Context: an optimization exercise on an open-source flow, tuned for small area. The choices shown serve that exercise and are no tape-out recipe.
RTL that was checked went through simulation tests only; none was proved equivalent to the original.
No functional check of the RTL was part of runs 4 and 5.
Power figures rest on the tool's default switching activity, not on a simulated workload.

**flow/run.sh**
```bash
#!/bin/bash
# The standard layout (as standard.sh runs it) with these changes:
#  - synthesis maps the logic with ABC's area script flow/area.abc (flow/synth.tcl),
#  - ports are buffered with sky130_fd_sc_hd__buf_1 instead of the flow's pick,
#  - after the floorplan, the constant outputs share one tie cell (flow/merge_ties.tcl).
# Each tool's output goes to a log here (make.log, merge_ties.log, write_def.log);
# ORFS's own logs stay under orfs/logs.
set -euo pipefail
W=$PWD
export AREA_ABC_SCRIPT=$W/flow/area.abc
export BUFFER_PORTS_ARGS="-buffer_cell sky130_fd_sc_hd__buf_1"
# one clock cluster, no dummy loads
export CTS_ARGS="-sink_clustering_enable -repair_clock_nets -buf_list sky130_fd_sc_hd__clkbuf_8 -sink_clustering_size 50 -sink_clustering_max_diameter 500 -dont_use_dummy_load"
R=$W/orfs/results/$FLOW_PLATFORM/trafficGenerator/base
orfs() {
  make -C "$FLOW_HOME" DESIGN_CONFIG="$W/config.mk" WORK_HOME="$W/orfs" CLKGATE_MAP_FILE= \
    SYNTH_SCRIPT="$W/flow/synth.tcl" "$@"
}
orfs floorplan > "$W/make_floorplan.log" 2>&1
TIE_ODB=$R/2_floorplan.odb openroad -no_init -exit "$W/flow/merge_ties.tcl" > "$W/merge_ties.log" 2>&1
orfs finish > "$W/make.log" 2>&1
: # left out here: write the final layout as DEF
```
**design.v**
```verilog
module trafficGenerator
(
	input logic update,
	input logic rst,
	input logic moveTick,
	input logic [9:0] xCount,
	input logic [9:0] yCount,
	output logic [115-1:0] traffic
);
	localparam [3:0] NONE = 4'd7;
	logic [9:0] ph1;
	logic [8:0] ph2;
	logic oddCar;
	logic spd2, left;
	assign spd2 = (yCount >= 10'd96 && yCount < 10'd160) || (yCount >= 10'd192 && yCount < 10'd224)
		|| (yCount >= 10'd296 && yCount < 10'd320) || (yCount >= 10'd344 && yCount < 10'd416);
	assign left = (yCount >= 10'd120 && yCount < 10'd224) || yCount >= 10'd320;
	logic [3:0] laneCode;
	always_comb
	begin
		laneCode = NONE;
		if (yCount > 10'd74 && yCount < 10'd91) laneCode = 4'd0;
		if (yCount > 10'd99 && yCount < 10'd116) laneCode = 4'd8;
		if (yCount > 10'd124 && yCount < 10'd141) laneCode = 4'd9;
		if (yCount > 10'd174 && yCount < 10'd191) laneCode = 4'd1;
		if (yCount > 10'd199 && yCount < 10'd216) laneCode = 4'd10;
		if (yCount > 10'd224 && yCount < 10'd241) laneCode = 4'd2;
		if (yCount > 10'd274 && yCount < 10'd291) laneCode = 4'd3;
		if (yCount > 10'd299 && yCount < 10'd316) laneCode = oddCar ? 4'd15 : 4'd14;
		if (yCount > 10'd324 && yCount < 10'd341) laneCode = 4'd4;
		if (yCount > 10'd349 && yCount < 10'd366) laneCode = 4'd11;
		if (yCount > 10'd399 && yCount < 10'd416) laneCode = 4'd12;
		if (yCount > 10'd424 && yCount < 10'd441) laneCode = 4'd5;
	end
	function automatic logic [10:0] fastAdd(input logic [10:0] a, input logic [10:0] b, input logic cin);
		logic [10:0] g, p, gg, pp, gn, pn;
		g = a & b;
		p = a ^ b;
		gg = g;
		pp = p;
		gg[0] = g[0] | (p[0] & cin);
		for (int d = 1; d < 11; d = d * 2)
		begin
			gn = gg;
			pn = pp;
			for (int i = d; i < 11; i++)
			begin
				gn[i] = gg[i] | (pp[i] & gg[i - d]);
				pn[i] = pp[i] & pp[i - d];
			end
			gg = gn;
			pp = pn;
		end
		fastAdd = p ^ {gg[9:0], cin};
	endfunction
	logic [9:0] lo;
	logic [10:0] loRight, loLeft, opA, opB, diff;
	logic [9:0] phX;
	logic [3:0] k;
	logic xValid;
	always_comb
	begin
		xValid = (xCount != 10'd0) && (xCount < (spd2 ? 10'd658 : 10'd657));
		lo = (xCount[9:4] != 6'd0) ? {6'(xCount[9:4] - 6'd1), xCount[3:0]} : 10'd0;
		if (xCount[9:4] == 6'd0)
			k = 4'(xCount[3:0] - 4'd1);
		else if (xCount > (spd2 ? 10'd642 : 10'd641))
			k = 4'((spd2 ? 10'd657 : 10'd656) - xCount);
		else
			k = 4'd15;
		loRight = {1'b0, lo};
		loLeft = {4'({1'b0, lo[9:7]} - 4'd5), lo[6:0]};
		phX = spd2 ? {ph2, 1'b0} : ph1;
		opA = left ? loLeft : loRight;
		opB = left ? {1'b0, phX} : ~{1'b0, phX};
		diff = fastAdd(opA, opB, !left);
	end
	logic [3:0] lane;
	logic [10:0] qRaw;
	logic [3:0] kReg;
	always_ff @(posedge update)
	begin
		if (rst)
		begin
			ph1 <= 10'd320;
			ph2 <= 9'd195;
			oddCar <= 1'b1;
			lane <= NONE;
		end
		else
		begin
			if (moveTick)
			begin
				ph1 <= (ph1[9] && ph1[7]) ? 10'd0 : ph1 + 10'd1;
				ph2 <= (ph2[8] && ph2[6]) ? 9'd0 : ph2 + 9'd1;
				if (ph2 == 9'd37)
					oddCar <= 1'b0;
			end
			lane <= xValid ? laneCode : NONE;
		end
		qRaw <= diff;
		kReg <= k;
	end
	logic [9:0] q;
	logic [4:0] qk;
	logic [10:0] qFull;
	assign qFull = fastAdd(qRaw, qRaw[10] ? (lane[3] ? 11'd642 : 11'd641) : 11'd0, 1'b0);
	assign q = qFull[9:0];
	assign qk = {1'b0, q[3:0]} + {1'b0, kReg};
	function automatic logic inWindow(input logic [5:0] a, input logic [3:0] b,
		input logic [9:0] q, input logic [4:0] qk);
		inWindow = ((q[9:4] == a) && (q[3:0] <= b) && (qk[4] || (qk[3:0] >= b)))
			|| ((q[9:4] == a - 6'd1) && qk[4] && (qk[3:0] >= b));
	endfunction
	logic [51:0] inWin;
	assign inWin[0] = inWindow(6'd2, 4'd8, q, qk);   
	assign inWin[1] = inWindow(6'd2, 4'd13, q, qk);   
	assign inWin[2] = inWindow(6'd3, 4'd2, q, qk);   
	assign inWin[3] = inWindow(6'd3, 4'd12, q, qk);   
	assign inWin[4] = inWindow(6'd4, 4'd1, q, qk);   
	assign inWin[5] = inWindow(6'd5, 4'd0, q, qk);   
	assign inWin[6] = inWindow(6'd5, 4'd15, q, qk);   
	assign inWin[7] = inWindow(6'd7, 4'd8, q, qk);   
	assign inWin[8] = inWindow(6'd8, 4'd2, q, qk);   
	assign inWin[9] = inWindow(6'd9, 4'd1, q, qk);   
	assign inWin[10] = inWindow(6'd10, 4'd15, q, qk);   
	assign inWin[11] = inWindow(6'd11, 4'd14, q, qk);   
	assign inWin[12] = inWindow(6'd12, 4'd8, q, qk);   
	assign inWin[13] = inWindow(6'd13, 4'd12, q, qk);   
	assign inWin[14] = inWindow(6'd15, 4'd10, q, qk);   
	assign inWin[15] = inWindow(6'd16, 4'd4, q, qk);   
	assign inWin[16] = inWindow(6'd16, 4'd6, q, qk);   
	assign inWin[17] = inWindow(6'd16, 4'd14, q, qk);   
	assign inWin[18] = inWindow(6'd17, 4'd0, q, qk);   
	assign inWin[19] = inWindow(6'd18, 4'd2, q, qk);   
	assign inWin[20] = inWindow(6'd20, 4'd0, q, qk);   
	assign inWin[21] = inWindow(6'd20, 4'd10, q, qk);   
	assign inWin[22] = inWindow(6'd21, 4'd5, q, qk);   
	assign inWin[23] = inWindow(6'd21, 4'd15, q, qk);   
	assign inWin[24] = inWindow(6'd22, 4'd8, q, qk);   
	assign inWin[25] = inWindow(6'd23, 4'd14, q, qk);   
	assign inWin[26] = inWindow(6'd25, 4'd11, q, qk);   
	assign inWin[27] = inWindow(6'd25, 4'd12, q, qk);   
	assign inWin[28] = inWindow(6'd26, 4'd0, q, qk);   
	assign inWin[29] = inWindow(6'd26, 4'd5, q, qk);   
	assign inWin[30] = inWindow(6'd26, 4'd6, q, qk);   
	assign inWin[31] = inWindow(6'd27, 4'd4, q, qk);   
	assign inWin[32] = inWindow(6'd27, 4'd10, q, qk);   
	assign inWin[33] = inWindow(6'd29, 4'd7, q, qk);   
	assign inWin[34] = inWindow(6'd30, 4'd1, q, qk);   
	assign inWin[35] = inWindow(6'd30, 4'd11, q, qk);   
	assign inWin[36] = inWindow(6'd30, 4'd12, q, qk);   
	assign inWin[37] = inWindow(6'd31, 4'd6, q, qk);   
	assign inWin[38] = inWindow(6'd32, 4'd9, q, qk);   
	assign inWin[39] = inWindow(6'd32, 4'd10, q, qk);   
	assign inWin[40] = inWindow(6'd33, 4'd14, q, qk);   
	assign inWin[41] = inWindow(6'd34, 4'd7, q, qk);   
	assign inWin[42] = inWindow(6'd34, 4'd8, q, qk);   
	assign inWin[43] = inWindow(6'd35, 4'd1, q, qk);   
	assign inWin[44] = inWindow(6'd35, 4'd6, q, qk);   
	assign inWin[45] = inWindow(6'd35, 4'd7, q, qk);   
	assign inWin[46] = inWindow(6'd36, 4'd0, q, qk);   
	assign inWin[47] = inWindow(6'd37, 4'd10, q, qk);   
	assign inWin[48] = inWindow(6'd38, 4'd13, q, qk);   
	assign inWin[49] = inWindow(6'd38, 4'd14, q, qk);   
	assign inWin[50] = inWindow(6'd39, 4'd7, q, qk);   
	assign inWin[51] = inWindow(6'd39, 4'd8, q, qk);   
	assign traffic[0] = (lane == 4'd0) && inWin[22];
	assign traffic[1] = (lane == 4'd0) && inWin[26];
	assign traffic[2] = (lane == 4'd0) && inWin[34];
	assign traffic[3] = (lane == 4'd0) && inWin[41];
	assign traffic[4] = (lane == 4'd0) && inWin[48];
	assign traffic[5] = (lane == 4'd0) && inWin[2];
	assign traffic[6] = (lane == 4'd0) && inWin[7];
	assign traffic[7] = (lane == 4'd0) && inWin[11];
	assign traffic[8] = (lane == 4'd0) && inWin[15];
	assign traffic[9] = (lane == 4'd0) && inWin[19];
	assign traffic[10] = (lane == 4'd8) && inWin[18];
	assign traffic[12] = (lane == 4'd8) && inWin[27];
	assign traffic[14] = (lane == 4'd8) && inWin[42];
	assign traffic[16] = (lane == 4'd8) && inWin[2];
	assign traffic[18] = (lane == 4'd8) && inWin[11];
	assign traffic[21] = (lane == 4'd9) && inWin[30];
	assign traffic[22] = (lane == 4'd9) && inWin[36];
	assign traffic[24] = (lane == 4'd9) && inWin[51];
	assign traffic[25] = (lane == 4'd9) && inWin[3];
	assign traffic[27] = (lane == 4'd9) && inWin[12];
	assign traffic[28] = (lane == 4'd9) && inWin[17];
	assign traffic[37] = (lane == 4'd1) && inWin[26];
	assign traffic[38] = (lane == 4'd1) && inWin[34];
	assign traffic[40] = (lane == 4'd1) && inWin[48];
	assign traffic[41] = (lane == 4'd1) && inWin[2];
	assign traffic[43] = (lane == 4'd1) && inWin[11];
	assign traffic[44] = (lane == 4'd1) && inWin[15];
	assign traffic[45] = (lane == 4'd10) && inWin[27];
	assign traffic[47] = (lane == 4'd10) && inWin[42];
	assign traffic[48] = (lane == 4'd10) && inWin[49];
	assign traffic[50] = (lane == 4'd10) && inWin[7];
	assign traffic[51] = (lane == 4'd10) && inWin[11];
	assign traffic[53] = (lane == 4'd10) && inWin[21];
	assign traffic[54] = (lane == 4'd10) && inWin[24];
	assign traffic[55] = (lane == 4'd10) && inWin[13];
	assign traffic[57] = (lane == 4'd10) && inWin[39];
	assign traffic[58] = (lane == 4'd2) && inWin[22];
	assign traffic[59] = (lane == 4'd2) && inWin[31];
	assign traffic[60] = (lane == 4'd2) && inWin[38];
	assign traffic[61] = (lane == 4'd2) && inWin[50];
	assign traffic[62] = (lane == 4'd2) && inWin[6];
	assign traffic[63] = (lane == 4'd2) && inWin[14];
	assign traffic[64] = (lane == 4'd2) && inWin[10];
	assign traffic[66] = (lane == 4'd3) && inWin[23];
	assign traffic[67] = (lane == 4'd3) && inWin[33];
	assign traffic[68] = (lane == 4'd3) && inWin[46];
	assign traffic[69] = (lane == 4'd3) && inWin[1];
	assign traffic[70] = (lane == 4'd3) && inWin[9];
	assign traffic[71] = (lane == 4'd3) && inWin[14];
	assign traffic[72] = (lane[3:1] == 3'd7) && inWin[16];
	assign traffic[74] = (lane[3:1] == 3'd7) && inWin[25];
	assign traffic[75] = (lane[3:1] == 3'd7) && inWin[32];
	assign traffic[76] = (lane[3:1] == 3'd7) && inWin[37];
	assign traffic[77] = ((lane == 4'd14) && inWin[44])
		|| ((lane == 4'd15) && inWin[45]);
	assign traffic[79] = (lane[3:1] == 3'd7) && inWin[2];
	assign traffic[80] = (lane[3:1] == 3'd7) && inWin[7];
	assign traffic[82] = (lane == 4'd4) && inWin[23];
	assign traffic[83] = (lane == 4'd4) && inWin[29];
	assign traffic[84] = (lane == 4'd4) && inWin[35];
	assign traffic[85] = (lane == 4'd4) && inWin[43];
	assign traffic[86] = (lane == 4'd4) && inWin[50];
	assign traffic[87] = (lane == 4'd4) && inWin[4];
	assign traffic[88] = (lane == 4'd4) && inWin[8];
	assign traffic[89] = (lane == 4'd4) && inWin[12];
	assign traffic[90] = (lane == 4'd4) && inWin[15];
	assign traffic[91] = (lane == 4'd11) && inWin[27];
	assign traffic[92] = (lane == 4'd11) && inWin[37];
	assign traffic[93] = (lane == 4'd11) && inWin[47];
	assign traffic[94] = (lane == 4'd11) && inWin[5];
	assign traffic[95] = (lane == 4'd11) && inWin[12];
	assign traffic[96] = (lane == 4'd11) && inWin[20];
	assign traffic[103] = (lane == 4'd12) && inWin[28];
	assign traffic[104] = (lane == 4'd12) && inWin[40];
	assign traffic[105] = (lane == 4'd12) && inWin[0];
	assign traffic[106] = (lane == 4'd12) && inWin[11];
	assign traffic[107] = (lane == 4'd12) && inWin[20];
	assign traffic[108] = (lane == 4'd5) && inWin[22];
	assign traffic[110] = (lane == 4'd5) && inWin[38];
	assign traffic[111] = (lane == 4'd5) && inWin[50];
	assign traffic[112] = (lane == 4'd5) && inWin[6];
	assign traffic[114] = (lane == 4'd5) && inWin[10];
	assign traffic[11] = 1'b0;
	assign traffic[13] = 1'b0;
	assign traffic[15] = 1'b0;
	assign traffic[17] = 1'b0;
	assign traffic[19] = 1'b0;
	assign traffic[20] = 1'b0;
	assign traffic[23] = 1'b0;
	assign traffic[26] = 1'b0;
	assign traffic[29] = 1'b0;
	assign traffic[30] = 1'b0;
	assign traffic[31] = 1'b0;
	assign traffic[32] = 1'b0;
	assign traffic[33] = 1'b0;
	assign traffic[34] = 1'b0;
	assign traffic[35] = 1'b0;
	assign traffic[36] = 1'b0;
	assign traffic[39] = 1'b0;
	assign traffic[42] = 1'b0;
	assign traffic[46] = 1'b0;
	assign traffic[49] = 1'b0;
	assign traffic[52] = 1'b0;
	assign traffic[56] = 1'b0;
	assign traffic[65] = 1'b0;
	assign traffic[73] = 1'b0;
	assign traffic[78] = 1'b0;
	assign traffic[81] = 1'b0;
	assign traffic[97] = 1'b0;
	assign traffic[98] = 1'b0;
	assign traffic[99] = 1'b0;
	assign traffic[100] = 1'b0;
	assign traffic[101] = 1'b0;
	assign traffic[102] = 1'b0;
	assign traffic[109] = 1'b0;
	assign traffic[113] = 1'b0;
endmodule
```
**config.mk**
```make
export PLATFORM = sky130hd
export DESIGN_NAME = trafficGenerator
export DESIGN_NICKNAME = trafficGenerator
export VERILOG_FILES = /design/flow/design.v
export SDC_FILE = /design/flow/constraint.sdc
export NUM_CORES = 4
export LEC_CHECK = 0
export ABC_AREA = 1
export CAP_MARGIN = 10
export CORE_MARGIN = 2
export CORE_UTILIZATION = 55
export CTS_BUF_LIST = sky130_fd_sc_hd__clkbuf_8
export CTS_CLUSTER_DIAMETER = 200
export CTS_CLUSTER_SIZE = 50
export SLEW_MARGIN = 10
```
**standard.sh**
```bash
#!/bin/bash
# synth_recipe.tcl (not shown) runs the flow's synth.tcl, then flattens the netlist and writes it again
# the make line also repeats each setting of config.mk as NAME=value (left out here)
make -C /OpenROAD-flow-scripts/flow DESIGN_CONFIG=/design/flow/config.mk WORK_HOME=/design/flow/orfs CLKGATE_MAP_FILE= SYNTH_SCRIPT=/design/flow/synth_recipe.tcl "${@:-finish}"
```
**constraint.sdc**
```tcl
create_clock -name core_clock -period 5.0 [get_ports {update}]
set_input_delay 1.0000 -clock core_clock [delete_from_list [all_inputs] [get_ports {update}]]
set_output_delay 1.0000 -clock core_clock [all_outputs]
set_load 0.01 [all_outputs]
```
**flow/synth.tcl**
```tcl
# The standard flow's synthesis script (synth_recipe.tcl) with one change: ABC maps the logic
# with the area script in area.abc instead of the flow's own script.
proc synth {args} { yosys synth -nofsm -noshare {*}$args }
proc abc {args} {
  set out {}
  set skip 0
  foreach a $args {
    if {$skip} { set skip 0; continue }
    if {$a eq "-script" || $a eq "-D"} { set skip 1; continue }
    lappend out $a
  }
  yosys abc -script $::env(AREA_ABC_SCRIPT) {*}$out
}
source $::env(SCRIPTS_DIR)/synth.tcl
# left out here: clear keep_hierarchy, flatten, clean up, hide names made inside functions, write 1_2_yosys.v
```
**flow/merge_ties.tcl**
```tcl
# Drive all constant outputs from one tie cell: the floorplan gives each constant
# load a tie cell of its own.
read_db $::env(TIE_ODB)
set block [ord::get_db_block]
set keep {}
set merged 0
foreach inst [$block getInsts] {
  if {[[$inst getMaster] getName] ne "sky130_fd_sc_hd__conb_1"} { continue }
  set hiTerm [$inst findITerm HI]
  set loTerm [$inst findITerm LO]
  if {[$hiTerm getNet] ne "NULL" || [$loTerm getNet] eq "NULL"} { continue }
  set net [$loTerm getNet]
  if {$keep eq {}} { set keep $net; continue }
  foreach it [$net getITerms] {
    if {[$it getInst] eq $inst} { continue }
    $it disconnect
    $it connect $keep
  }
  foreach bt [$net getBTerms] {
    $bt disconnect
    $bt connect $keep
  }
  $loTerm disconnect
  odb::dbInst_destroy $inst
  odb::dbNet_destroy $net
  incr merged
}
if {$keep ne {}} { puts "merged $merged tie cells into [$keep getName]" }
write_db $::env(TIE_ODB)
```
**flow/area.abc**
```
strash
&get -n
&fraig -x
&put
scorr
dc2
balance
rewrite
refactor
balance
rewrite
rewrite -z
balance
refactor -z
rewrite -z
balance
dc2
strash
&get -n
&dch -f
&nf -R 1000 -p
&put
```
==> run summary, run 1 <==
- The run finished with no timing, DRC or antenna violations.
- The die is 95.2 µm tall.
- The initial utilization of the core area, before any placement, comes to 0.563.
- The number of antenna violations at the first check in global routing is 0.
- The number of distinct library cells after synthesis is 58.
- Along the worst path, the maximum fanout reaches 5.
- The final weighted congestion of routability-driven global placement is 1.10.
- For this run, the post-layout net count is 827.
- The analysis attributes to cell leakage a power of 1.83 nW.
- Counting every instance in the synthesized netlist gives 670.
- The maximum VDD drop is 0.281 mV.
- For the pin with the worst max-slew slack, the measured transition is 0.617 ns.
- The final routed DRC violation total is 0.
- The fraction of synthesis flops using an asynchronous set or reset pin is 0.
- The worst setup path is of the register to output port kind.
- The number of antenna repair diodes is 0.
- For this design, the CTS-stage hold fixing added 0 buffers.
- The number of global-route vias before repair is 5163.
- After detailed routing, the number of vias per cell comes to 6.37.
- The number of enable flip-flop cells after synthesis is 0.
- TritonCTS built the clock tree.
- Clock-pin slew was measured on the worst setup and hold paths at 0.07 ns.
- The number of hold-slack violations in the final timing report was 0.
- The worst setup skew after layout is 0.0216 ns.
- The type of origin of the critical path is a register.
- The total die area is 9070 µm².
- The path class of the tightest hold or removal check is register to register.
- Buffers inserted during clock tree synthesis total 5.
- Wires add up to 16700 µm.
- For this run the aggregate overflow at the end of global routing stands at 0.
- The first-pass GRT wire length is 26000 µm.
- Entering global routing, the biggest net connects 35 pins.
- The total power density per cell area is 514 nW/µm².
- After floorplanning, the core was sized to cover 8130 µm².
- The highest achievable clock rate is 205 MHz.
- The number of buffers added on ports is 103.
- The half-perimeter wire length of the detailed placement result is 13500 µm.
- Compared with the post-synthesis result, the final layout area differs by 12.8%.
- Overall power consumption after layout is estimated at 2.66 mW.
- The reported max-cap violation count is 0.
- The initial DRC count is 393.
- The most instantiated flip-flop cell in the synthesis netlist is dfxtp_1.
- Fill cells in the final layout number 738.
- The mean instance size in the synthesized netlist is 6.83 µm².
- The clock insertion delay at the later pin of the skew report is 0.30 ns.
- The clock tree root driver cell is clkbuf_8.
- The worst setup path is captured at an output port.
- The first TritonRoute pass finished after 7 iterations.
- The maximum level of the CTS H-tree is 2.
- In the global route stage, overall resource usage came out at 0.368.
- STA puts the critical path data arrival time at 3.89 ns.
- For this run, the number of Yosys warnings is 1.
- The via total after detailed routing is 5587.
- The sequential element share of the synthesized area is 0.170.
- The maximum number of buffers from clock root to sink is 2.
- In the final routed layout, each cell accounts on average for 19.0 µm.
- In this run the horizontal extent of the chip is 95.2 µm.
- The detail route stage leaves a number of antenna-violating nets equal to 0.
- The worst path in the final design needs a cycle of 4.89 ns, including I/O delays and setup.
- The register area is 782 µm².
- Setup repair after global routing could not meet its margin everywhere.
- The mapped netlist covers 4580 µm².
- Counting flops and latches in the post-synthesis netlist gives 39.
- The placed instances occupy a cell area of 5050 µm².
- Of the cells placed in the final design, the portion with a size suffix greater than 1 is 0.0557.
- The number of pins exceeding their max-slew limit in the final report is 0.
- Clock tree synthesis found a total of 39 sinks.
- The number of placed I/O pins is 138.
- The multi-input logic area is 3530 µm².
- For the worst setup path, the data required time is 4.00 ns.
- The final standard cell area without fillers is 5160 µm².
- The count of final setup violators is 0.
- The floorplan has 33 rows.
- The worst relative slew slack is 0.589.
- The share of the clock period used by the worst path is 0.978.
[state kept, by name, summed over array words and instances (netlist names)]
name	flops
oddCar	1
kReg	4
ph1	10
qRaw	11
lane	4
ph2	9
[layer usage]
metal	global-route usage	vias up	share of wire
met5	0	-	0
met4	0.231	0	0.068
met3	0.0530	85	0.067
met2	0.655	331	0.49
met1	0.411	2576	0.37
li1	-	2595	-
[power by group]
part | switching (mW) | internal (mW)
logic | 1.41 | 0.653
clock network | 0.0984 | 0.0898
registers | 0.0443 | 0.357
total | 1.56 | 1.10
[per-stage QoR]
| stage | cells | utilization | TNS [ns] | hold slack, ns | worst slack [ns] |
|---|---|---|---|---|---|
| detailed placement | 870 | 0.621 | 0 | 0.496 | 0.342 |
| finish | 877 | 0.635 | 0 | 0.522 | 0.112 |
| floorplan | 703 | - | 0 | 0.425 | 0.156 |
| global route | 877 | 0.635 | -0.0340 | 0.535 | -0.0259 |
| global placement | 870 | 0.621 | 0 | 0.498 | 0.423 |
| CTS | 875 | 0.629 | 0 | 0.515 | 0.0250 |
[placed cells by master (no fill, tap or decap), types with 3 or more instances in the layout]
cell,Yosys,final
a211oi_1,5,4
a21o_1,6,6
a21oi_1,52,50
a22oi_1,20,19
a311oi_1,3,3
a31oi_1,7,7
a32oi_1,10,10
and2_0,5,5
and3_1,11,11
and4_1,3,3
buf_1,0,103
buf_4,34,28
clkbuf_8,0,5
clkinv_1,15,15
dfxtp_1,39,38
ha_1,27,27
mux2i_1,12,12
nand2_1,71,71
nand2b_1,10,9
nand3_1,32,32
nand4_1,5,5
nor2_1,133,132
nor2b_1,17,17
nor3_1,39,38
nor4_1,5,4
o21a_1,3,3
o21ai_0,16,16
o21bai_1,4,4
xnor2_1,21,21
xor2_1,22,22
[kinds of logic (layout without fill, tap and decap cells)]
kind of cell	Yosys count	after routing	synth area share
AND/OR/NAND/NOR	345	345	0.348
AO/OA/AOI/OAI	151	151	0.218
buffers and inverters	49	151	0.0680
XOR/XNOR	43	43	0.0822
flip-flops	39	39	0.170
adder cells (fa/ha/maj)	30	30	0.0869
multiplexers	12	12	0.0262
other	1	1	0.000819
[path summary, 6_finish.rpt]
path         depth (start not counted)           startpoint  slack, ns                  end
min reg2reg                          2  oddCar$_SDFFE_PP1P_       0.52  oddCar$_SDFFE_PP1P_
min                                  2  oddCar$_SDFFE_PP1P_       0.52  oddCar$_SDFFE_PP1P_
max                                 14     qRaw[10]$_DFF_P_       0.11          traffic[80]
max reg2reg                         12  ph2[0]$_SDFFE_PP1P_       2.32     qRaw[10]$_DFF_P_
[critical path, cell delays in order, from the launching register on]
cell	delay, ns
dfxtp_1	0.44
nor2b_1	0.18
ha_1	0.22
fa_2	0.47
ha_1	0.30
a21o_1	0.19
a21oi_1	0.31
xnor2_1	0.14
nor2_1	0.32
a211oi_1	0.09
buf_4	0.18
a21oi_1	0.33
nand2b_1	0.21
nor2_1	0.07
buf_1	0.14
[timing repair]
item                                    4_1_cts  5_1_grt
setup buffers                                 0        2
endpoints found under the setup margin        0       64
resized for setup                             0        9
[layout make-up]
type	count	share of cell area
inverter	15	0.0109
clock buffer	5	0.0133
timing repair buffer	131	0.116
tap	105	0.0254
multi-input combinational	582	0.683
sequential	39	0.151
[cell usage after synthesis (all sizes together), types with 15 or more instances]
master  number  area share
xnor2       21       0.040
nand3       32       0.035
ha          27       0.074
buf         34       0.056
xor2        22       0.042
a21oi       52       0.057
nor2       133        0.11
nand2       71       0.058
a22oi       20       0.033
clkinv      15       0.012
o21ai       16       0.017
nor2b       17       0.023
dfxtp       39        0.17
nor3        39       0.043
==> run 2: changes to the inputs <==
--- a/flow/run.sh
+++ b/flow/run.sh
@@ -10,4 +10,5 @@
 export AREA_ABC_SCRIPT=$W/flow/area.abc
 export BUFFER_PORTS_ARGS="-buffer_cell sky130_fd_sc_hd__buf_1"
+export GPL_KEEP_OVERFLOW=0.3
 # one clock cluster, no dummy loads
 export CTS_ARGS="-sink_clustering_enable -repair_clock_nets -buf_list sky130_fd_sc_hd__clkbuf_8 -sink_clustering_size 50 -sink_clustering_max_diameter 500 -dont_use_dummy_load"
--- a/config.mk
+++ b/config.mk
@@ -9,5 +9,5 @@
 export CAP_MARGIN = 10
 export CORE_MARGIN = 2
-export CORE_UTILIZATION = 55
+export CORE_UTILIZATION = 50
 export CTS_BUF_LIST = sky130_fd_sc_hd__clkbuf_8
 export CTS_CLUSTER_DIAMETER = 200
==> run summary, run 2 <==
- The flow ran to the end and the layout has no timing, DRC or antenna violations.
- The worst pin sits at a relative slew slack of 0.594.
- The total die area is 9940 µm².
- The number of cells on the worst hold path is 2.
- Subtracting the final worst setup slack from the clock period gives 4.81 ns.
- In the final layout, the registers with the most flip-flops are qRaw: 11 flops, ph1: 10 flops, ph2: 9 flops.
- The global-route track usage on met2 is 0.530.
- The final route contains 5526 vias.
- In the layout the commonest cells are nor2_1 (132), buf_1 (103), nand2_1 (71), buf_4 (55), a21oi_1 (52).
- The TritonCTS clock tree is yes.
- The number of routed nets with antenna violations is 0.
- In this run the deepest clock path goes through 2 buffers.
- The number of pins exceeding their max-slew limit in the final report is 0.
- Port buffering added 103 buffers.
- For this run, asynchronously set or reset flops after synthesis account for 0.
- The startpoint of the most critical register-to-register path is ph1[1]$_SDFFE_PP0P_.
- In the routed design, unresolved DRC markers number 0.
- For this run, the number of Yosys warnings is 1.
- Ranked by instance count, the synthesized netlist is headed by nor2_1 (133), nand2_1 (71), a21oi_1 (52).
- The number of global-route vias before repair came to 4920.
- Summed over all instances, the cell type with the most area after synthesis is dfxtp_1.
- The beginning of the critical path is qRaw[10]$_DFF_P_.
- The most heavily used metal layer in global routing is met2.
- The sequential element share of the synthesized area is 0.170.
- The number of antenna diodes in the final layout is 0.
- Of the cells placed in the final design, the portion with a size suffix greater than 1 is 0.0851.
- The number of antenna violations at the first check in global routing is 0.
- The highest achievable clock rate is 208 MHz.
- The area of the core region is 8810 µm².
- Setup violations remaining at the end of the flow were counted as 0.
- The post-CTS setup-driven buffer insertion count is 0.
- The number of buffers added by the clock tree synthesis step is 5.
- Max-cap violations in this run came to 0.
- The netlist uses 58 different library cells.
- The finished cells cover 5370 µm².
- The signed area change from the synthesized netlist to the final layout is 17.2%.
- The pin count of the biggest net entering global routing is 35.
- The routed via count divided by cell count is 6.09.
- The most instantiated flip-flop cell in the synthesis netlist is dfxtp_1.
- Global routing finished with a remaining overflow of 0.
- Ranked by total cell area, the synthesized netlist is headed by dfxtp_1 (17%), nor2_1 (11%), ha_1 (7.4%).
- The first-pass iteration count of the detailed router is 5.
- The number of hold-slack violations in the final timing report is 0.
- After legalization and detailed placement, the total HPWL measured 13100 µm.
- The worst register-to-register path has a depth of 12.
- The number of enable flip-flop cells after synthesis is 0.
- The average routed wire per standard cell is 17.6 µm.
- IR analysis of the VDD net gives a maximum drop of 0.283 mV.
- The leakage power total is 1.96 nW.
- The number of rows in the core area is 34.
- The initial core utilization is 0.520.
- The slew at the pin with the worst max-slew slack is 0.610 ns.
- The register bank with the most flops is qRaw.
- Across every metal layer, demand over resource in global routing totals 0.312.
- The worst setup slack for register-to-register paths is 2.23 ns.
- The vertical extent of the die is 99.7 µm.
- The first global-routing pass estimated 24700 µm of wire.
- The cell count after synthesis is 670.
- Clock tree synthesis selected as its root buffer the cell clkbuf_8.
- The clock slew at the register clock pins of the worst setup and hold paths is 0.07 ns.
- Clock tree synthesis found a total of 39 sinks.
- The synthesized design contains 39 register bits.
- The final weighted congestion of routability-driven global placement is 1.08.
- In this run the cell area of the synthesized design comes to 4580 µm².
- The mean instance size in the synthesized netlist is 6.83 µm².
- In this run the worst path has a maximum fanout of 8.
- Of the post-synthesis cell area, the dominant cell type holds 0.170.
- The class of the tightest hold or removal check is register to register.
- In this run the number of H-tree levels came out at 2.
- The met3 track demand over resource is 0.0372.
- The share of the clock period used by the worst path is 0.962.
- The initial DRC count is 524.
- The worst setup path is launched from a register.
- The endpoint of the most critical register-to-register path is qRaw[10]$_DFF_P_.
- Setup total negative slack on the finished layout was measured at 0 ns.
- By instance count, the leading cell after synthesis is nor2_1.
- Across the routed clock network, the largest skew measured is 0.0242 ns.
- STA classifies the critical path endpoint as an output port.
- The total number of nets in the final design is 854.
- The placed instances occupy a cell area of 5270 µm².
- Following the worst setup path forward leads to its endpoint at traffic[111].
- In the global route stage, met1 resource usage came out at 0.394.
- The total power density per cell area is 542 nW/µm².
- The die span in x is 99.7 µm.
- The type of the worst setup path is register to output port.
- The final wirelength is 16000 µm.
- The flip-flop count of the largest register, all copies and words added is 11.
- Setup repair after global routing left no endpoint under its margin.
- In this run the count of I/O pins placed on the die edge is 138.
- The hold path startpoint is oddCar$_SDFFE_PP1P_.
- The clock insertion delay at the later pin of the skew report is 0.30 ns.
- The required time of the critical path is 4.00 ns.
- Leaving out fill and tap cells, the most frequent cell in the layout is nor2_1.
- For the worst setup path, the data arrival time is 3.81 ns.
run 2: stage by stage:
stage / instances / hold slack [ns] / total power [mW] / utilization / setup WS [ns]
2_1_floorplan: 703 / 0.425 / 1.62 / - / 0.156
3_3_place_gp: 902 / 0.488 / 2.64 / 0.598 / 0.278
3_5_place_dp: 902 / 0.490 / 2.60 / 0.598 / 0.386
4_1_cts: 907 / 0.500 / 2.81 / 0.606 / 0.0581
5_1_grt: 907 / 0.516 / 3.07 / 0.609 / 0.00410
6_report: 907 / 0.508 / 2.91 / 0.609 / 0.191
run 2: worst min-delay path by stage:
stage                               end  slack (ns)
CTS                 oddCar$_SDFFE_PP1P_        0.50
global route        oddCar$_SDFFE_PP1P_        0.52
floorplan           oddCar$_SDFFE_PP1P_        0.43
finish              oddCar$_SDFFE_PP1P_        0.51
global placement    ph1[9]$_SDFFE_PP0P_        0.49
detailed placement  oddCar$_SDFFE_PP1P_        0.49
run 2: layout make-up:
cell class              count  area, µm²
fillers                   823       3440
flip-flops and latches     39        782
clock buffers               5       68.8
inverters                  15       56.3
well taps                 108        135
repair buffers            158        800
multi-input cells         582       3520
run 2: metal layers:
metal  up-vias  routed length [µm]  share of wire
li1       2653                   -              -
met5         -                   0              0
met2       306                7560           0.47
met1      2508                6380           0.40
met4         0                 720          0.045
met3        59                1320          0.082
run 2: repair_timing:
action                                  CTS  global route
endpoints found under the setup margin    0            13
resized for setup                         0             6
hold buffers                              0             0
run 2: kinds of logic after synthesis:
| group | synth area share |
|---|---|
| and+or+nand+nor | 0.348 |
| AOI/OAI and AO/OA | 0.218 |
| buffers and inverters | 0.0680 |
| xor gates and xnor gates | 0.0822 |
| DFF | 0.170 |
| adders and majority gates | 0.0869 |
| muxes | 0.0262 |
| other | 0.000819 |
run 2: critical path, cell delays in order, from the launching register on:
cell and delay, ns:
dfxtp_1 0.37, nor2b_1 0.15, ha_1 0.21, fa_1 0.54, clkinv_1 0.10, fa_1 0.45
xor2_2 0.21, nor2_1 0.11, buf_4 0.17, nand2_1 0.16, a21oi_1 0.43, a22o_1 0.21
nand2_1 0.10, nor2_1 0.15, buf_1 0.16
run 2: power breakdown:
part	total, mW	internal (mW)	switching, mW
combinational	2.32	0.867	1.45
clock	0.188	0.0898	0.0979
sequential	0.403	0.357	0.0459
==> run 3: changes to the inputs <==
--- a/flow/run.sh
+++ b/flow/run.sh
@@ -10,5 +10,4 @@
 export AREA_ABC_SCRIPT=$W/flow/area.abc
 export BUFFER_PORTS_ARGS="-buffer_cell sky130_fd_sc_hd__buf_1"
-export GPL_KEEP_OVERFLOW=0.3
 # one clock cluster, no dummy loads
 export CTS_ARGS="-sink_clustering_enable -repair_clock_nets -buf_list sky130_fd_sc_hd__clkbuf_8 -sink_clustering_size 50 -sink_clustering_max_diameter 500 -dont_use_dummy_load"
==> run summary, run 3 <==
- Dividing the detail-routed wire length by the instance count gives 17.4 µm.
- Counting instances in the post-synthesis netlist gives the leading cell types as nor2_1 (133), nand2_1 (71), a21oi_1 (52).
- For this block, the initial DRC count from the detailed router was 461.
- For this run, the share of the core covered by cells in the final layout is 0.585.
- Yosys mapped a number of flops with a built-in enable equal to 0.
- Of the available clock period, the critical path in the final layout requires 0.967.
- The signal on the critical path passes through nor2b_1 > ha_1 > fa_2 > ha_1 > a21o_1 > a21oi_1 > xnor2_1 > nor2_2 > a311oi_1 > a22oi_1 > nor3_1 > buf_1.
- The maximum level of the CTS H-tree is 2.
- Clock tree synthesis selected as its root buffer the cell clkbuf_8.
- Yosys instantiated no cell more often than nor2_1.
- Synthesis inferred 39 register bits.
- The largest registers in the layout are qRaw: 11 flops, ph1: 10 flops, ph2: 9 flops.
- For this run, the detailed router's first-pass iteration total came to 7.
- Setup repair after global routing could not meet its margin everywhere.
- The highest net fanout along the worst path is 8.
- Counting the fill cells in the layout gives 883.
- The count of final setup violators is 0.
- The gate family responsible for the most delay along the worst path is compound AO/OA/AOI/OAI gates.
- On the critical path, the stage with the largest delay is an instance of a311oi_1.
- The number of distinct library cells after synthesis is 58.
- The vertical extent of the die is 99.7 µm.
- Synthesis handed over a netlist of 670 instances.
- In the final timing run, aggregate negative setup slack is 0 ns.
- Summed over all layers, the routed wires come to 15200 µm.
- The register bank with the most flops is qRaw.
- The share of cells above drive strength 1 is 0.0523.
- Max-cap violations in this run came to 0.
- The clock insertion delay at the later pin of the skew report is 0.29 ns.
- After synthesis, the share of flip-flops with an asynchronous set or reset is 0.
- After routing the design area is 5150 µm².
- The post-synth design cell area is 4580 µm².
- TritonCTS built the clock tree.
- Timing analysis after detailed placement gives a worst setup slack of 0.199 ns.
- The number of pins exceeding their max-slew limit in the final report is 0.
- The part of the total power dissipated in combinational logic is 0.772.
- In this run the tool buffered the top-level ports with 103 buffer cells.
- The repair_antennas step left the layout with diodes totalling 0.
- Counting both buffers and inverters, the worst setup path holds a total of 1.
- In the layout the commonest cells are nor2_1 (131), buf_1 (103), nand2_1 (71), a21oi_1 (49), dfxtp_1 (38).
- The critical path endpoint category is an output port.
- The area of the core region is 8810 µm².
- The number of cells on the worst hold path is 2.
- The pin count of the biggest net entering global routing is 35.
- The worst relative slew slack is 0.460.
- For this run, design rule violations remaining after detail routing come to 0.
- Counting cells, the worst reg-to-reg path comes to 12.
- Counting stages on the worst path, the most repeated cell is ha_1.
- The first-pass GRT wire length is 23800 µm.
- The worst setup path is of the register to output port kind.
- For this configuration, the core starts out at a cell density of 0.520.
- For the worst setup path, the data required time is 4.00 ns.
- The internal power contribution is 1.08 mW.
- The class of the tightest hold or removal check is register to register.
- The leakage power total is 1.79 nW.
- The fraction of synthesized cell area taken by the top area cell type is 0.170.
- The reported net switching power is 1.51 mW.
- The half-perimeter wire length of the detailed placement result is 12500 µm.
- The placed instance area is 5010 µm².
- The mean instance size in the synthesized netlist is 6.83 µm².
- Relative to the synthesized area, the layout overhead comes to 12.5%.
- The library cell occupying the most area in the post-synthesis netlist is dfxtp_1.
- IR analysis of the VDD net gives a maximum drop of 0.267 mV.
- The sequential element share of the synthesized area is 0.170.
- The routed layout has 5407 vias.
- Clock-pin slew was measured on the worst setup and hold paths at 0.07 ns.
- The number of routed nets with antenna violations is 0.
- The die is 99.7 µm wide.
- The worst setup skew after layout is 0.0238 ns.
- Summing all multi-input logic gate instances after layout gives 3560 µm².
- The switching share of power is 0.583.
- In this run, CTS created clock tree buffers numbering 5.
- The most common cell after layout, fill and taps aside is nor2_1.
- For this design the ratio of total power to cell area is 503 nW/µm².
- 138 I/O pins were placed.
- The number of antenna violations at the first check in global routing came to 0.
- Of the total power, the clock network draws 0.072.
- Data on the critical path arrives at its endpoint at 3.84 ns.
- The number of clock sinks is 39.
- The global route total overflow is 0.
- By area the synthesized netlist is led by dfxtp_1 (17%), nor2_1 (11%), ha_1 (7.4%).
- The floorplan step defined a die boundary enclosing 9940 µm².
- The post-CTS setup-driven buffer insertion count is 0.
- Row generation in the floorplan step produced 34 rows.
- The run finished with no timing, DRC or antenna violations.
- Routability-driven placement finished with a final weighted congestion of 1.11.
- The number of cells on the critical path is 12.
- For the pin with the worst max-slew slack, the measured transition is 0.809 ns.
- The routed via count divided by cell count is 6.19.
- The number of global-route vias before repair is 4861.
- The register with the most flip-flops in the layout has 11 of them.
- The number of warnings issued by yosys is 1.
- The combined global-route utilization of all metal layers is 0.294.
- The net count of the finished layout is 820.
- The maximum number of buffers from clock root to sink is 2.
- The most instantiated flip-flop cell in the synthesis netlist is dfxtp_1.
- Across all setup checks in the final design, the least slack found is 0.165 ns.
- Of the total power, registers draw 0.157.
- The highest achievable clock rate is 207 MHz.
- The number of hold-slack violations in the final timing report is 0.
- The critical path's largest stage delay is 0.62 ns.
- Registers take 782 µm².
- The worst path in the final design needs a cycle of 4.84 ns, including I/O delays and setup.
- The type of origin of the critical path is a register.
-- run 3: power groups by stage --
stage	combinational, mW	sequential [mW]	clock (mW)
after floorplan	1.23	0.396	0
after global placement	1.86	0.408	0
after detailed placement	1.85	0.410	0
after CTS	1.87	0.404	0.193
after global routing	2.15	0.412	0.206
final	2.00	0.407	0.185
-- run 3: metrics by stage --
step	hold slack [ns]	power [mW]	cells
2_1_floorplan	0.425	1.62	703
3_3_place_gp	0.471	2.27	868
3_5_place_dp	0.472	2.26	868
4_1_cts	0.484	2.47	873
5_1_grt	0.518	2.76	873
6_report	0.481	2.59	873
-- run 3: metal layers --
layer	vias up	wire [µm]	part of all wire	track usage
met5	-	0	0	0
met4	0	589	0.039	0.116
met3	52	1160	0.076	0.0436
met2	275	7190	0.47	0.496
met1	2492	6280	0.41	0.378
li1	2588	-	-	-
-- run 3: timing repair --
action,CTS,global route
endpoints found under the setup margin,39,71
resized for setup,3,12
hold buffers,0,0
pin swaps,0,0
-- run 3: worst min-delay path: stages (launching register included) --
cell and delay, ns:
dfxtp_1 0.33, o41ai_1 0.06, nand2_1 0.05
-- run 3: cell families (layout without fill, tap and decap cells) --
| family | Yosys count | after routing | share of synthesized area |
|---|---|---|---|
| and+or+nand+nor | 345 | 345 | 0.348 |
| muxes | 12 | 12 | 0.0262 |
| other | 1 | 1 | 0.000819 |
| DFF | 39 | 39 | 0.170 |
| AOI/OAI and AO/OA | 151 | 151 | 0.218 |
| adders and majority gates | 30 | 30 | 0.0869 |
| buffers and inverters | 49 | 144 | 0.0680 |
| xor gates and xnor gates | 43 | 43 | 0.0822 |
-- run 3: area by class of cell --
cell class,count,area share
clock buffer,5,0.0134
inverter,15,0.0109
multi-input combinational,582,0.692
sequential,39,0.152
tap,108,0.0262
timing repair buffer,124,0.106
-- run 3: path summary, 6_finish.rpt --
kind / start / to / slack, ns
worst max-delay path: qRaw[10]$_DFF_P_ / traffic[88] / 0.16
worst min-delay path: oddCar$_SDFFE_PP1P_ / oddCar$_SDFFE_PP1P_ / 0.48
worst max register to register: ph2[0]$_SDFFE_PP1P_ / qRaw[10]$_DFF_P_ / 2.13
worst min register to register: oddCar$_SDFFE_PP1P_ / oddCar$_SDFFE_PP1P_ / 0.48
==> run 4: changes to the inputs <==
--- a/design.v
+++ b/design.v
@@ -44,9 +44,10 @@
 			gn = gg;
 			pn = pp;
-			for (int i = d; i < 11; i++)
-			begin
-				gn[i] = gg[i] | (pp[i] & gg[i - d]);
-				pn[i] = pp[i] & pp[i - d];
-			end
+			for (int i = 0; i < 11; i++)
+				if ((i / d) % 2 == 1)
+				begin
+					gn[i] = gg[i] | (pp[i] & gg[(i / d) * d - 1]);
+					pn[i] = pp[i] & pp[(i / d) * d - 1];
+				end
 			gg = gn;
 			pp = pn;
==> run summary, run 4 <==
- The maximum level of the CTS H-tree is 2.
- Across the run, the number of max-cap violations was 0.
- The worst-case IR drop observed on VDD is 0.334 mV.
- The routed design uses 1230 µm of met3 wire.
- The number of pins exceeding their max-slew limit in the final report is 0.
- The share of total power dissipated in combinational logic is 0.796.
- The number of placed I/O pins is 138.
- The critical path is of the register to output port type.
- The critical path endpoint category is an output port.
- The detailed router put a total of 6510 µm of wire on met1.
- The slew at the pin with the worst max-slew slack is 0.604 ns.
- Internal power comes to 1.24 mW.
- The filler cells instantiated in the layout total 863.
- In the final layout, the share of cells above drive strength 1 is 0.0789.
- Of the total power, the share spent switching nets is 0.563.
- The portion of total power attributed to the clock network is 0.066.
- The clock reaches the later pin of the worst-skew pair after 0.29 ns.
- The library cell occupying the most area in the post-synthesis netlist is dfxtp_1.
- Data on the critical path is required at its endpoint by 4.00 ns.
- Setup violations remaining at the end of the flow were counted as 0.
- The total die area is 9930 µm².
- The number of hold-slack violations in the final timing report was 0.
- In this run the power spent charging and discharging nets is 1.59 mW.
- The die span in x is 99.6 µm.
- The final weighted congestion of routability-driven global placement is 1.09.
- The via total after detailed routing is 5378.
- Counting flops with a built-in enable in the synthesized netlist gives 0.
- Once detailed placement completed, the half-perimeter wirelength came to 12800 µm.
- In the routed layout, each cell is associated on average with a via count of 6.10.
- The worst relative slew slack is 0.596.
- The most instantiated flip-flop cell in the synthesis netlist is dfxtp_1.
- The final wirelength is 15600 µm.
- The maximum number of buffers from clock root to sink is 2.
- The number of warnings issued by yosys is 1.
- Setup repair after global routing could not meet its margin everywhere.
- After clock tree synthesis, the clock-pin slew on the worst setup and hold paths is 0.07 ns.
- The pin count of the biggest net entering global routing is 35.
- The number of routed nets with antenna violations is 0.
- The total power density per cell area is 534 nW/µm².
- The first-pass GRT wire length is 24700 µm.
- The TritonCTS clock tree is yes.
- Sorting the synthesized cells by area gives the leading types as dfxtp_1 (17%), nor2_1 (13%), ha_1 (7.7%).
- In the synthesized netlist, the number of instances is 662.
- Leaving out fill and tap cells, the most frequent cells in the layout are nor2_1 (151), buf_1 (101), nand2_1 (53), a21oi_1 (38), dfxtp_1 (38).
- After floorplanning, the core was divided into 34 placement rows.
- The finished cells cover 5300 µm².
- The worst path in the final design needs a cycle of 4.79 ns, including I/O delays and setup.
- The highest achievable clock rate is 209 MHz.
- The worst setup skew after layout is 0.0267 ns.
- The portion of total power attributed to sequential cells is 0.138.
- The number of global-route vias before repair is 4965.
- The worst setup slack after placement is 0.0161 ns.
- The worst setup path is launched from a register.
- The mean instance size in the synthesized netlist is 6.91 µm².
- The total number of nets in the final design is 832.
- Setup total negative slack on the finished layout was measured at 0 ns.
- In this run, post-CTS hold repair placed 0 buffers.
- The area of the core region is 8810 µm².
- The class of the tightest hold or removal check is register to register.
- The first-pass iteration count of the detailed router is 5.
- The sequential element share of the synthesized area is 0.171.
- Across every metal layer, demand over resource in global routing totals 0.310.
- The signed area change from the synthesized netlist to the final layout is 15.9%.
- The endpoint arrival time on the critical path is 3.79 ns.
- The uppermost layer routed is met4.
- Once placement finished, the instance area stood at 5100 µm².
- On the worst path, the slowest cell contributes a delay of 0.38 ns.
- The worst-path cell with the longest stage delay is fa_1.
- The root buffer cell chosen for the clock tree is clkbuf_8.
- Registers take 782 µm².
- The number of antenna violations at the first check in global routing is 0.
- The most common cell after layout, fill and taps aside is nor2_1.
- In this run, synthesis produced a sequential element count of 39.
- Global routing finished with a remaining overflow of 0.
- In the final routed layout, each cell accounts on average for 17.7 µm.
- The number of clock sinks is 39.
- In this run the static leakage power is 1.86 nW.
- Of all flip-flops after synthesis, the portion carrying an async set or reset was 0.
- The commonest cells after synthesis are nor2_1 (153), nand2_1 (54), nor3_1 (40).
- For this run, design rule violations remaining after detail routing come to 0.
- The highest net fanout along the worst path is 6.
- The vertical extent of the die is 99.6 µm.
- The multi-input logic area is 3580 µm².
- The routed design uses 7140 µm of met2 wire.
- The register with the most flip-flops in the layout has 11 of them.
- The number of antenna repair diodes is 0.
- The initial DRC count is 370.
- The number of distinct library cells after synthesis is 50.
- The register bank with the most flops is qRaw.
- The fraction of synthesized cell area taken by the top area cell type is 0.171.
- In the final layout, the registers with the most flip-flops are qRaw: 11 flops, ph1: 10 flops, ph2: 9 flops.
- The number of buffers and inverters on the critical path is 2.
- Counting the buffers created by CTS gives 5.
- By instance count, the leading cell after synthesis is nor2_1.
- The run finished with no timing, DRC or antenna violations.
- The worst setup slack after layout is 0.210 ns.
- The gate family responsible for the most delay along the worst path is simple AND/OR/NAND/NOR gates.
- The number of buffers added on ports is 103.
- The share of the clock period used by the worst path is 0.958.
- The signal on the critical path passes through nor2b_1 > ha_1 > fa_1 > and3_1 > and3_1 > a31o_1 > ha_1 > xor2_1 > xnor2_2 > nand2b_1 > buf_4 > nor2_1 > nand3_1 > o31ai_1 > nor2b_1 > buf_1.
- The initial utilization of the core area, before any placement, comes to 0.519.
- The post-synth design cell area is 4570 µm².
## run 4: kinds of logic after synthesis
kind of cell	after synthesis	share of synthesized area
muxes	12	0.0263
AOI/OAI and AO/OA	149	0.221
buffers and inverters	50	0.0690
xor gates and xnor gates	34	0.0651
other	1	0.000820
and+or+nand+nor	343	0.344
adders and majority gates	34	0.103
DFF	39	0.171
## run 4: path summary, 6_finish.rpt
check	slack, ns	startpoint	endpoint	cells after the start
setup / recovery	0.21	qRaw[10]$_DFF_P_	traffic[64]	16
hold / removal	0.47	oddCar$_SDFFE_PP1P_	oddCar$_SDFFE_PP1P_	1
setup reg to reg	1.96	ph2[1]$_SDFFE_PP1P_	qRaw[9]$_DFF_P_	12
hold reg to reg	0.47	oddCar$_SDFFE_PP1P_	oddCar$_SDFFE_PP1P_	1
## run 4: metal layers
| layer | vias to the layer above | GRT usage |
|---|---|---|
| met3 | 61 | 0.0576 |
| met2 | 297 | 0.512 |
| met4 | 0 | 0.138 |
| met1 | 2439 | 0.394 |
| li1 | 2581 | - |
| met5 | - | 0 |
## run 4: through the flow
step                      instances  hold slack [ns]  power [mW]   util
after global routing            881            0.498        3.01  0.602
after floorplan                 695            0.420        1.63      -
after global placement          874            0.461        2.42  0.579
final                           881            0.475        2.83  0.602
after detailed placement        874            0.462        2.43  0.579
after CTS                       881            0.480        2.68  0.592
## run 4: what timing repair did
item	CTS	global route
buffers inserted	2	0
resized for setup	6	16
endpoints found under the setup margin	46	81
endpoints found under the hold margin	0	0
## run 4: layout make-up
type / instances / area share
Clock buffer: 5 / 0.0130
Sequential cell: 39 / 0.148
Timing Repair Buffer: 140 / 0.127
Inverter: 16 / 0.0113
Tap cell: 108 / 0.0255
Multi-Input combinational cell: 573 / 0.676
## run 4: power groups by stage
stage | clock network, mW | logic [mW] | registers, mW
floorplan | 0 | 1.24 | 0.386
global placement | 0 | 2.03 | 0.393
detailed placement | 0 | 2.03 | 0.395
CTS | 0.196 | 2.09 | 0.388
global route | 0.211 | 2.41 | 0.396
finish | 0.186 | 2.25 | 0.390
==> run 5: changes to the inputs <==
--- a/design.v
+++ b/design.v
@@ -17,19 +17,31 @@
 	assign left = (yCount >= 10'd120 && yCount < 10'd224) || yCount >= 10'd320;
 	logic [3:0] laneCode;
+	logic [11:0] inLane;
+	assign inLane[0] = ((yCount[9:4] == 6'd4) && (yCount[3:0] >= 4'd11)) || ((yCount[9:4] == 6'd5) && (yCount[3:0] < 4'd11));
+	assign inLane[1] = ((yCount[9:4] == 6'd6) && (yCount[3:0] >= 4'd4)) || ((yCount[9:4] == 6'd7) && (yCount[3:0] < 4'd4));
+	assign inLane[2] = ((yCount[9:4] == 6'd7) && (yCount[3:0] >= 4'd13)) || ((yCount[9:4] == 6'd8) && (yCount[3:0] < 4'd13));
+	assign inLane[3] = ((yCount[9:4] == 6'd10) && (yCount[3:0] >= 4'd15)) || ((yCount[9:4] == 6'd11) && (yCount[3:0] < 4'd15));
+	assign inLane[4] = ((yCount[9:4] == 6'd12) && (yCount[3:0] >= 4'd8)) || ((yCount[9:4] == 6'd13) && (yCount[3:0] < 4'd8));
+	assign inLane[5] = ((yCount[9:4] == 6'd14) && (yCount[3:0] >= 4'd1)) || ((yCount[9:4] == 6'd15) && (yCount[3:0] < 4'd1));
+	assign inLane[6] = ((yCount[9:4] == 6'd17) && (yCount[3:0] >= 4'd3)) || ((yCount[9:4] == 6'd18) && (yCount[3:0] < 4'd3));
+	assign inLane[7] = ((yCount[9:4] == 6'd18) && (yCount[3:0] >= 4'd12)) || ((yCount[9:4] == 6'd19) && (yCount[3:0] < 4'd12));
+	assign inLane[8] = ((yCount[9:4] == 6'd20) && (yCount[3:0] >= 4'd5)) || ((yCount[9:4] == 6'd21) && (yCount[3:0] < 4'd5));
+	assign inLane[9] = ((yCount[9:4] == 6'd21) && (yCount[3:0] >= 4'd14)) || ((yCount[9:4] == 6'd22) && (yCount[3:0] < 4'd14));
+	assign inLane[10] = (yCount[9:4] == 6'd25);
+	assign inLane[11] = ((yCount[9:4] == 6'd26) && (yCount[3:0] >= 4'd9)) || ((yCount[9:4] == 6'd27) && (yCount[3:0] < 4'd9));
 	always_comb
 	begin
-		laneCode = NONE;
-		if (yCount > 10'd74 && yCount < 10'd91) laneCode = 4'd0;
-		if (yCount > 10'd99 && yCount < 10'd116) laneCode = 4'd8;
-		if (yCount > 10'd124 && yCount < 10'd141) laneCode = 4'd9;
-		if (yCount > 10'd174 && yCount < 10'd191) laneCode = 4'd1;
-		if (yCount > 10'd199 && yCount < 10'd216) laneCode = 4'd10;
-		if (yCount > 10'd224 && yCount < 10'd241) laneCode = 4'd2;
-		if (yCount > 10'd274 && yCount < 10'd291) laneCode = 4'd3;
-		if (yCount > 10'd299 && yCount < 10'd316) laneCode = oddCar ? 4'd15 : 4'd14;
-		if (yCount > 10'd324 && yCount < 10'd341) laneCode = 4'd4;
-		if (yCount > 10'd349 && yCount < 10'd366) laneCode = 4'd11;
-		if (yCount > 10'd399 && yCount < 10'd416) laneCode = 4'd12;
-		if (yCount > 10'd424 && yCount < 10'd441) laneCode = 4'd5;
+		laneCode = (|inLane) ? 4'd0 : NONE;
+		if (inLane[1]) laneCode = laneCode | 4'd8;
+		if (inLane[2]) laneCode = laneCode | 4'd9;
+		if (inLane[3]) laneCode = laneCode | 4'd1;
+		if (inLane[4]) laneCode = laneCode | 4'd10;
+		if (inLane[5]) laneCode = laneCode | 4'd2;
+		if (inLane[6]) laneCode = laneCode | 4'd3;
+		if (inLane[7]) laneCode = laneCode | (oddCar ? 4'd15 : 4'd14);
+		if (inLane[8]) laneCode = laneCode | 4'd4;
+		if (inLane[9]) laneCode = laneCode | 4'd11;
+		if (inLane[10]) laneCode = laneCode | 4'd12;
+		if (inLane[11]) laneCode = laneCode | 4'd5;
 	end
 	function automatic logic [10:0] fastAdd(input logic [10:0] a, input logic [10:0] b, input logic cin);
@@ -44,10 +56,9 @@
 			gn = gg;
 			pn = pp;
-			for (int i = 0; i < 11; i++)
-				if ((i / d) % 2 == 1)
-				begin
-					gn[i] = gg[i] | (pp[i] & gg[(i / d) * d - 1]);
-					pn[i] = pp[i] & pp[(i / d) * d - 1];
-				end
+			for (int i = d; i < 11; i++)
+			begin
+				gn[i] = gg[i] | (pp[i] & gg[i - d]);
+				pn[i] = pp[i] & pp[i - d];
+			end
 			gg = gn;
 			pp = pn;
==> run summary, run 5 <==
- The flow ran to the end and the layout has no timing, DRC or antenna violations.
- Setup repair after global routing could not meet its margin everywhere.
- Max-cap violations in this run came to 0.
- The worst setup path is launched from a register.
- The vertical extent of the die is 100 µm.
- In this run the register-to-register setup slack is 2.23 ns.
- The first routing iteration left 325 violations.
- The maximum VDD drop is 0.236 mV.
- The class of the tightest hold or removal check is register to register.
- In the layout the commonest cells are nor2_1 (134), buf_1 (101), nand2_1 (84), a21oi_1 (43), dfxtp_1 (37).
- Traced cell by cell, the critical path runs through nor2b_1 > ha_1 > fa_2 > buf_4 > ha_1 > a21o_1 > a21oi_2 > xor2_1 > o21ai_0 > nand2_1 > o21ai_0 > nand3_1 > a21oi_1 > buf_1.
- At the placement stage, the worst setup path has a slack of 0.117 ns.
- The register bank with the most flops is qRaw.
- The critical path's largest stage delay is 0.66 ns.
- Across every metal layer, demand over resource in global routing totals 0.303.
- Yosys mapped the design onto 48 distinct sky130hd cell types.
- The number of enable flip-flop cells after synthesis is 0.
- For met3 alone, demand over resource in global routing was 0.0411.
- met2 is the most crowded layer.
- The number of pins exceeding their max-slew limit in the final report is 0.
- The endpoint of the most critical register-to-register path is qRaw[10]$_DFF_P_.
- The number of hold-slack violations in the final timing report is 0.
- For this run, the number of Yosys warnings is 1.
- The signed area change from the synthesized netlist to the final layout is 12.4%.
- The most instantiated flip-flop cell in the synthesis netlist is dfxtp_1.
- Counting buffers and inverters, the worst setup path is 14 cells deep.
- The register with the most flip-flops in the layout has 11 of them.
- Yosys attributes the largest share of cell area to dfxtp_1 (17%), nor2_1 (11%), nand2_1 (6.9%).
- The worst setup skew after layout is 0.00708 ns.
- For the worst-skew pair, the clock arrives at the later sink with an insertion delay of 0.29 ns.
- The timing endpoint of the critical path is traffic[77].
- The total number of nets in the final design is 832.
- The library cell with the highest instance count after synthesis is nor2_1.
- The beginning of the critical path is lane[3]$_SDFF_PP0_.
- The first-pass iteration count of the detailed router is 4.
- Data on the critical path is required at its endpoint by 4.00 ns.
- Summed over all cells, the static leakage comes to 1.79 nW.
- The endpoint arrival time on the critical path is 3.84 ns.
- For this block, the via count after detailed routing is 5389.
- Dividing the final minimum period by the clock period gives 0.969.
- By count the netlist is led by nor2_1 (136), nand2_1 (85), a21oi_1 (44).
- The final routed DRC violation total is 0.
- The number of antenna violations at the first check in global routing was 0.
- The most common cell after layout, fill and taps aside is nor2_1.
- The fraction of synthesis flops using an asynchronous set or reset pin is 0.
- The number of clock sinks is 39.
- The clock slew at the register clock pins of the worst setup and hold paths is 0.07 ns.
- The routed design has 15800 µm of wire.
- The largest registers in the layout are qRaw: 11 flops, ph1: 10 flops, ph2: 9 flops.
- The number of antenna repair diodes is 0.
- The tree is rooted in a clkbuf_8.
- The met1 track demand over resource in global routing is 0.356.
- The tightest hold path in the finished design has a slack of 0.459 ns.
- The die covers 10000 µm².
- Dividing the detail-routed wire length by the instance count gives 17.8 µm.
- The number of buffer and inverter stages on the critical path is 2.
- The pin count of the biggest net entering global routing is 35.
- After floorplanning, the core was divided into 35 placement rows.
- The number of buffers added by the clock tree synthesis step is 5.
- The number of global-route vias before repair was 4868.
- The routed via count divided by cell count is 6.06.
- The total power density per cell area is 497 nW/µm².
- In the final layout, the share of cells above drive strength 1 is 0.0591.
- The half-perimeter wire length of the detailed placement result is 12700 µm.
- Summed over all instances, the cell type with the most area after synthesis is dfxtp_1.
- The fraction of synthesized cell area taken by the top area cell type is 0.169.
- After global routing the overflow that remains totals 0.
- The depth of the worst register-to-register path is 14.
- The initial utilization of the core area, before any placement, comes to 0.508.
- In this run the tightest slew margin relative to its limit is 0.534.
- Routability-driven placement finished with a final weighted congestion of 0.984.
- For this run, the register share of the synthesized area comes to 0.169.
- For met2 alone, demand over resource in global routing was 0.528.
- Setup violations remaining at the end of the flow were counted as 0.
- In this run the mean area of a mapped cell was 6.77 µm².
- The worst setup path is captured at an output port.
- The hold path startpoint is oddCar$_SDFFE_PP1P_.
- The post-synth design cell area is 4630 µm².
- The slowest stage of the critical path is the fa_2 cell.
- The maximum number of buffers from clock root to sink is 2.
- Pin placement for this block handled 138 I/O pins.
- The type of the worst setup path is register to output port.
- The TritonCTS clock tree is yes.
- The startpoint of the most critical register-to-register path is ph2[1]$_SDFFE_PP1P_.
- The worst setup slack after layout is 0.157 ns.
- The highest net fanout along the worst path is 8.
- The first global-routing pass estimated 24100 µm of wire.
- Subtracting the final worst setup slack from the clock period gives 4.84 ns.
- The core region is 9110 µm².
- The die span in x is 100 µm.
- For the pin with the worst max-slew slack, the measured transition is 0.696 ns.
- The maximum level of the CTS H-tree is 2.
- In this run, synthesis produced a sequential element count of 39.
- Once detail routing completed, the nets flagged for antenna violations numbered 0.
- The gate family responsible for the most delay along the worst path is adder cells.
- The number of buffers added on ports is 103.
- Synthesis produced a netlist whose cell count is 683.
- The highest achievable clock rate is 206 MHz.
run 5: cell families (layout without fill, tap and decap cells):
| logic type | after synthesis | after routing | synth area share |
|---|---|---|---|
| other | 1 | 1 | 0.000810 |
| DFF | 39 | 39 | 0.169 |
| AOI/OAI and AO/OA | 161 | 161 | 0.232 |
| and+or+nand+nor | 344 | 344 | 0.334 |
| xor gates and xnor gates | 48 | 48 | 0.0909 |
| adders and majority gates | 28 | 28 | 0.0806 |
| muxes | 11 | 11 | 0.0241 |
| buffers and inverters | 51 | 147 | 0.0690 |
run 5: per-stage QoR:
step / TNS (ns) / area (µm²) / util / std cells / power [mW]
final: 0 / 5200 / 0.571 / 890 / 2.59
after floorplan: 0 / 4750 / - / 716 / 1.63
after global routing: -0.514 / 5200 / 0.571 / 890 / 2.75
after detailed placement: 0 / 5040 / 0.553 / 882 / 2.20
after CTS: 0 / 5130 / 0.563 / 887 / 2.42
after global placement: 0 / 5040 / 0.553 / 882 / 2.23
run 5: repair_timing:
| action | in CTS | in global routing |
|---|---|---|
| setup buffers | 0 | 3 |
| pin swaps | 0 | 6 |
| hold buffers | 0 | 0 |
| resized for setup | 4 | 19 |
| endpoints found under the setup margin | 24 | 78 |
| cloned | 0 | 0 |
run 5: cell type report:
type | instances | area [µm²]
well taps | 111 | 139
clock buffers | 5 | 68.8
multi-input cells | 593 | 3590
inverters | 17 | 63.8
flip-flops and latches | 39 | 783
repair buffers | 125 | 554
fillers | 929 | 3910
run 5: worst min-delay path by stage:
stage                           to  slack (ns)  cells past startpoint
2_1_floorplan  oddCar$_SDFFE_PP1P_        0.43                      1
3_3_place_gp   oddCar$_SDFFE_PP1P_        0.44                      1
3_5_place_dp   oddCar$_SDFFE_PP1P_        0.45                      1
4_1_cts        oddCar$_SDFFE_PP1P_        0.46                      1
5_1_grt        oddCar$_SDFFE_PP1P_        0.48                      1
6_report       oddCar$_SDFFE_PP1P_        0.46                      1
run 5: report_power, final:
group | switching (mW) | internal (mW)
combinational | 1.37 | 0.632
clock | 0.0982 | 0.0898
sequential | 0.0423 | 0.356
run 5: per-layer routing:
metal | up-vias | wire, µm
met4 | 0 | 861
li1 | 2608 | -
met5 | - | 0
met2 | 296 | 7590
met1 | 2420 | 6050
met3 | 65 | 1290

[re-timing with driven ports]
The flow's constraints put no driver on any port. The routed layouts listed below were extracted and timed again, unchanged, in two steps.
Step 1 (the two cells are an assumption about what drives the block):
set clk [get_ports {update}]
set_driving_cell -lib_cell sky130_fd_sc_hd__clkbuf_16 $clk
set_driving_cell -lib_cell sky130_fd_sc_hd__buf_2 [delete_from_list [all_inputs] $clk]
Step 2 adds t to the input delays and takes it off the output delays; t is the mean of the earliest and latest rising clock arrival at the registers after step 1. Input paths then give back, and output paths get back, about the clock's delay inside the block.
Slacks: no drivers / after step 1 / after step 2; pairs: no drivers / after step 1.
run | t, ns | setup WS [ns] | hold WS [ns] | worst setup path at the end | clock arrival spread, ns
run 1 | 0.317 | 0.112 / 0.083 / 0.400 | 0.522 / 0.522 / 0.522 | register to output | 0.022 / 0.022
run 2 | 0.321 | 0.190 / 0.157 / 0.477 | 0.508 / 0.508 / 0.508 | register to output | 0.026 / 0.025
run 3 | 0.308 | 0.165 / 0.132 / 0.365 | 0.481 / 0.481 / 0.481 | input to register | 0.024 / 0.025
run 4 | 0.315 | 0.210 / 0.176 / 0.002 | 0.475 / 0.475 / 0.475 | input to register | 0.027 / 0.027
run 5 | 0.315 | 0.157 / 0.125 / 0.440 | 0.459 / 0.459 / 0.459 | register to output | 0.008 / 0.007
After both steps every run listed still meets setup and hold. For run 4, which loses most, drivers alone change the setup slack by -0.034 ns; drivers and shift together by -0.208 ns.
